Background: an optimization exercise with open tools, aiming at small area and a short achievable clock period. Do not read the settings as production practice.
At most, simulation tests tie the RTL to the original design; equivalence was not proved.
The clock port is modelled as an ideal driver; clocking choices that lean on that would not hold on a real chip.
Power is estimated from default activity; no workload was simulated.

Setup of onyx:
==> flow/design.v <==
package life_pkg;
    localparam int unsigned KEY_W = 3;
    typedef enum logic [KEY_W-1:0] {
        KEY_NONE  = 3'd0,
        KEY_UP    = 3'd1,
        KEY_DOWN  = 3'd2,
        KEY_LEFT  = 3'd3,
        KEY_RIGHT = 3'd4,
        KEY_FLIP  = 3'd5,
        KEY_NEXT  = 3'd6,
        KEY_RUN   = 3'd7
    } key_e;
    function automatic logic [15:0] life_row(input logic [15:0] a, input logic [15:0] m,
                                             input logic [15:0] b);
        logic [1:0] v [16];
        logic [2:0] h [16];
        logic [2:0] s;
        for (int j = 0; j < 16; j++) v[j] = {1'b0, a[j]} + {1'b0, m[j]} + {1'b0, b[j]};
        for (int j = 0; j < 16; j++) h[j] = {1'b0, v[j]} + {1'b0, v[(j + 1) % 16]};
        for (int j = 0; j < 16; j++) begin
            s = h[(j + 15) % 16] + {1'b0, v[(j + 1) % 16]};
            life_row[j] = (s == 3'd3) || (m[j] && (s == 3'd4));
        end
    endfunction
endpackage
module life_data (
    input  logic        clk,
    input  logic        reset,
    input  logic        install,    
    input  logic        first,      
    input  logic        first_in,   
    input  logic        flip_en,
    input  logic [3:0]  flip_d,     
    input  logic [3:0]  flip_x,
    output logic [15:0] disp_row    
);
    logic [15:0][15:0] brd;         
    logic [15:0]       new_row;     
    logic [15:0]       first_new;   
    logic [15:0]       col_sel;
    assign col_sel  = flip_en ? (16'b1 << flip_x) : 16'b0;
    assign disp_row = brd[15];
    always_ff @(posedge clk or negedge reset) begin
        if (!reset) begin
            brd <= '0;
        end else begin
            for (int i = 0; i < 16; i++) begin
                if (i == 14 && install) begin
                    brd[i] <= new_row;
                end else if (i == 15 && first_in) begin
                    brd[i] <= first_new;
                end else begin
                    brd[i] <= brd[(i + 1) % 16] ^ ((flip_d == 4'((i + 1) % 16)) ? col_sel : 16'b0);
                end
            end
        end
    end
    always_ff @(posedge clk) begin
        new_row <= life_pkg::life_row(brd[15], brd[0], brd[1]);
        if (first) begin
            first_new <= new_row;
        end
    end
endmodule
module life #(
    parameter int unsigned X         = 16,
    parameter int unsigned Y         = 16,
    parameter int unsigned LOG2X     = 4,
    parameter int unsigned LOG2Y     = 4,
    parameter int unsigned HIGH_BITS = 10
) (
    input  logic             clk,
    input  logic             reset,
    input  logic [life_pkg::KEY_W-1:0] keys,
    output logic [Y-1:0]     row,
    output logic [X-1:0]     col
);
    life_pkg::key_e       key_c;
    life_pkg::key_e       key_q;      
    logic                 sweep;      
    logic                 swap;       
    logic                 swap_q;     
    logic                 install_c;  
    logic [7:0]           k;          
    logic [LOG2X-1:0]     cx;         
    logic [LOG2Y-1:0]     cd;         
    logic                 run_mode;
    logic [HIGH_BITS-1:0] prescaler;
    logic                 scan_on;    
    logic             idle_c;
    logic             start_c;
    logic             edit_c;
    logic [X-1:0]     disp_row;
    assign key_c   = life_pkg::key_e'(keys);
    assign idle_c  = !sweep && !swap;
    assign start_c = idle_c && ((key_c == life_pkg::KEY_NEXT) || (run_mode && (&prescaler)));
    assign edit_c  = idle_c && (key_c != life_pkg::KEY_NEXT) && (key_c != life_pkg::KEY_RUN);
    always_ff @(posedge clk or negedge reset) begin
        if (!reset) begin
            sweep  <= 1'b0;
            swap   <= 1'b0;
            swap_q <= 1'b0;
        end else begin
            swap   <= sweep && (&k);
            swap_q <= swap;
            sweep  <= start_c || (sweep && !(&k));
        end
    end
    always_ff @(posedge clk) begin
        k <= sweep ? k + 1'b1 : 8'd0;
    end
    assign install_c = (sweep && (k[7:4] == 4'hf) && ((k[3:2] != 2'd0) || (&k[1:0]))) || swap || swap_q;
    always_ff @(posedge clk or negedge reset) begin
        if (!reset) begin
            key_q <= life_pkg::KEY_NONE;
            cx    <= '0;
            cd    <= '0;
        end else begin
            key_q <= edit_c ? key_c : life_pkg::KEY_NONE;
            cd    <= cd - 1'b1;
            case (key_q)
                life_pkg::KEY_UP:    cd <= cd - 2'd2;
                life_pkg::KEY_DOWN:  cd <= cd;
                life_pkg::KEY_LEFT:  cx <= cx - 1'b1;
                life_pkg::KEY_RIGHT: cx <= cx + 1'b1;
                default: ;
            endcase
        end
    end
    always_ff @(posedge clk or negedge reset) begin
        if (!reset) begin
            prescaler <= '0;
            run_mode  <= 1'b0;
        end else begin
            prescaler <= prescaler + 1'b1;
            if (key_c == life_pkg::KEY_RUN) begin
                run_mode <= ~run_mode;
            end
        end
    end
    always_ff @(posedge clk or negedge reset) begin
        if (!reset) begin
            scan_on <= 1'b0;
            row     <= '0;
        end else begin
            scan_on <= 1'b1;
            row     <= {row[Y-2:0], row[Y-1] | !scan_on};
        end
    end
    assign col = disp_row;
    life_data l_data (
        .clk      (clk),
        .reset    (reset),
        .install  (install_c),
        .first    (sweep && (k == 8'd242)),
        .first_in (swap_q),
        .flip_en  (key_q == life_pkg::KEY_FLIP),
        .flip_d   (cd),
        .flip_x   (cx),
        .disp_row (disp_row)
    );
endmodule
clock: 9.0 ns
lec_check: 0
cap_margin: 40
core_margin: 2
core_utilization: 40
cts_cluster_diameter: 100
cts_cluster_size: 25
slew_margin: 40
standard.sh (not shown) runs the stock make flow with config.mk's settings and CLKGATE_MAP_FILE= SYNTH_SCRIPT=/design/flow/synth_recipe.tcl, a recipe that flattens the netlist after the stock synthesis.
==> flow/flow/run.sh <==
#!/bin/bash
# Standard layout with the port buffers a buf_2 and a tighter setup margin for repair,
# and the clock tree's root buffer removed after clock tree synthesis.
set -euo pipefail
ARGS=(SETUP_SLACK_MARGIN=6.2 "BUFFER_PORTS_ARGS=-buffer_cell sky130_fd_sc_hd__buf_2")
bash standard.sh "${ARGS[@]}" cts > flow_to_cts.log 2>&1
UNROOT_ODB=orfs/results/sky130hd/life/base/4_cts.odb openroad -no_init -exit flow/unroot.tcl > unroot.log 2>&1
bash standard.sh "${ARGS[@]}" finish > flow_to_finish.log 2>&1
==> flow/flow/unroot.tcl <==
# Remove the clock tree's root buffer: the clock port then drives the tree's first-level
# buffers (two) directly, one buffer less on every register's clock path.
set odb_file $::env(UNROOT_ODB)
read_db $odb_file
set block [ord::get_db_block]
set clk_net [$block findNet clk]
set root ""
foreach iterm [$clk_net getITerms] {
    if {[$iterm isInputSignal]} {
        set root [$iterm getInst]
    }
}
if {$root == "" || [llength [$clk_net getITerms]] != 1} {
    puts "unroot: clock port does not drive a single root buffer; layout left as it is"
    exit 0
}
set out_net [[$root findITerm X] getNet]
set loads [$out_net getITerms]
puts "unroot: root [$root getName] drives [expr {[llength $loads] - 1}] buffers"
if {[llength $loads] - 1 > 4} {
    puts "unroot: too many first-level buffers; layout left as it is"
    exit 0
}
foreach iterm $loads {
    if {[$iterm getInst] != $root} {
        $iterm disconnect
        $iterm connect $clk_net
    }
}
[$root findITerm A] disconnect
[$root findITerm X] disconnect
odb::dbInst_destroy $root
odb::dbNet_destroy $out_net
write_db $odb_file
puts "unroot: done"
onyx closes out successfully: all stages finished, all timing, DRC and antenna checks passed.
Edits applied to the flow inputs when going from onyx to amber:
--- a/flow/design.v
+++ b/flow/design.v
@@ -13,13 +13,13 @@
     function automatic logic [15:0] life_row(input logic [15:0] a, input logic [15:0] m,
                                              input logic [15:0] b);
         logic [1:0] v [16];
-        logic [2:0] h [16];
-        logic [2:0] s;
+        logic [1:0] p;
+        logic [3:0] n;
         for (int j = 0; j < 16; j++) v[j] = {1'b0, a[j]} + {1'b0, m[j]} + {1'b0, b[j]};
-        for (int j = 0; j < 16; j++) h[j] = {1'b0, v[j]} + {1'b0, v[(j + 1) % 16]};
         for (int j = 0; j < 16; j++) begin
-            s = h[(j + 15) % 16] + {1'b0, v[(j + 1) % 16]};
-            life_row[j] = (s == 3'd3) || (m[j] && (s == 3'd4));
+            p = {1'b0, a[j]} + {1'b0, b[j]};
+            n = {2'b0, v[(j + 15) % 16]} + {2'b0, v[(j + 1) % 16]} + {2'b0, p};
+            life_row[j] = ((n | {3'b0, m[j]}) == 4'd3);
         end
     endfunction
 endpackage
@@ -28,16 +28,18 @@
     input  logic        reset,
     input  logic        install,    
     input  logic        first,      
-    input  logic        first_in,   
+    input  logic        last,       
     input  logic        flip_en,
     input  logic [3:0]  flip_d,     
     input  logic [3:0]  flip_x,
     output logic [15:0] disp_row    
 );
     logic [15:0][15:0] brd;         
-    logic [15:0]       new_row;     
-    logic [15:0]       first_new;   
+    logic [15:0]       prev_row;    
+    logic [15:0]       first_row;   
+    logic [15:0]       new_row;
     logic [15:0]       col_sel;
+    assign new_row  = life_pkg::life_row(prev_row, brd[15], last ? first_row : brd[0]);
     assign col_sel  = flip_en ? (16'b1 << flip_x) : 16'b0;
     assign disp_row = brd[15];
     always_ff @(posedge clk or negedge reset) begin
@@ -47,8 +49,6 @@
             for (int i = 0; i < 16; i++) begin
                 if (i == 14 && install) begin
                     brd[i] <= new_row;
-                end else if (i == 15 && first_in) begin
-                    brd[i] <= first_new;
                 end else begin
                     brd[i] <= brd[(i + 1) % 16] ^ ((flip_d == 4'((i + 1) % 16)) ? col_sel : 16'b0);
                 end
@@ -56,9 +56,9 @@
         end
     end
     always_ff @(posedge clk) begin
-        new_row <= life_pkg::life_row(brd[15], brd[0], brd[1]);
+        prev_row <= brd[15];
         if (first) begin
-            first_new <= new_row;
+            first_row <= brd[15];
         end
     end
 endmodule
@@ -109,7 +109,7 @@
     always_ff @(posedge clk) begin
         k <= sweep ? k + 1'b1 : 8'd0;
     end
-    assign install_c = (sweep && (k[7:4] == 4'hf) && ((k[3:2] != 2'd0) || (&k[1:0]))) || swap || swap_q;
+    assign install_c = (sweep && (k[7:4] == 4'hf) && (k[3:1] != 3'd0)) || swap || swap_q;
     always_ff @(posedge clk or negedge reset) begin
         if (!reset) begin
             key_q <= life_pkg::KEY_NONE;
@@ -153,7 +153,7 @@
         .reset    (reset),
         .install  (install_c),
         .first    (sweep && (k == 8'd242)),
-        .first_in (swap_q),
+        .last     (swap_q),
         .flip_en  (key_q == life_pkg::KEY_FLIP),
         .flip_d   (cd),
         .flip_x   (cx),
==> comparison <==
Taking onyx as the reference, in amber net load switching power increased about 4%, synthesized-area fraction occupied by ao, oa, aoi and oai cells decreased 2.0 points, total length of routed wires increased 5.7%, area added between synthesis and finish increased 6.8 points. On switching power share of the total, onyx and amber are basically level. On amber: number of violations reported at the end of detailed-routing iteration 0 is 97 higher than what onyx gave.
Function not checked in onyx: the RTL went through the layout flow alone.

-- static timing again, ports no longer ideal --
The flow's constraints put no driver on any port. The routed layouts listed below were extracted and timed again, unchanged, in two steps. Step 1 assumes that a clkbuf_16 drives the clock port and a buf_2 every other input. Step 2 times the ports against the registers' clock, not the clock port: input delays grow and output delays shrink by t, the midpoint of the rising clock arrivals with the driver on. Slacks: ideal ports / drivers / drivers and shift; pairs: ideal ports / drivers.
run	shift t [ns]	setup slack, ns	slew at the worst register clock pin (ns)
onyx	0.432	6.231 / 6.166 / 6.127	0.10 / 0.10
amber	0.448	6.012 / 6.012 / 6.012	0.10 / 0.10
After both steps every run listed still meets setup and hold. For onyx, which loses most, drivers alone change the setup slack by -0.065 ns; drivers and shift together by -0.104 ns. The worst setup slack also covers recovery checks on asynchronous resets.
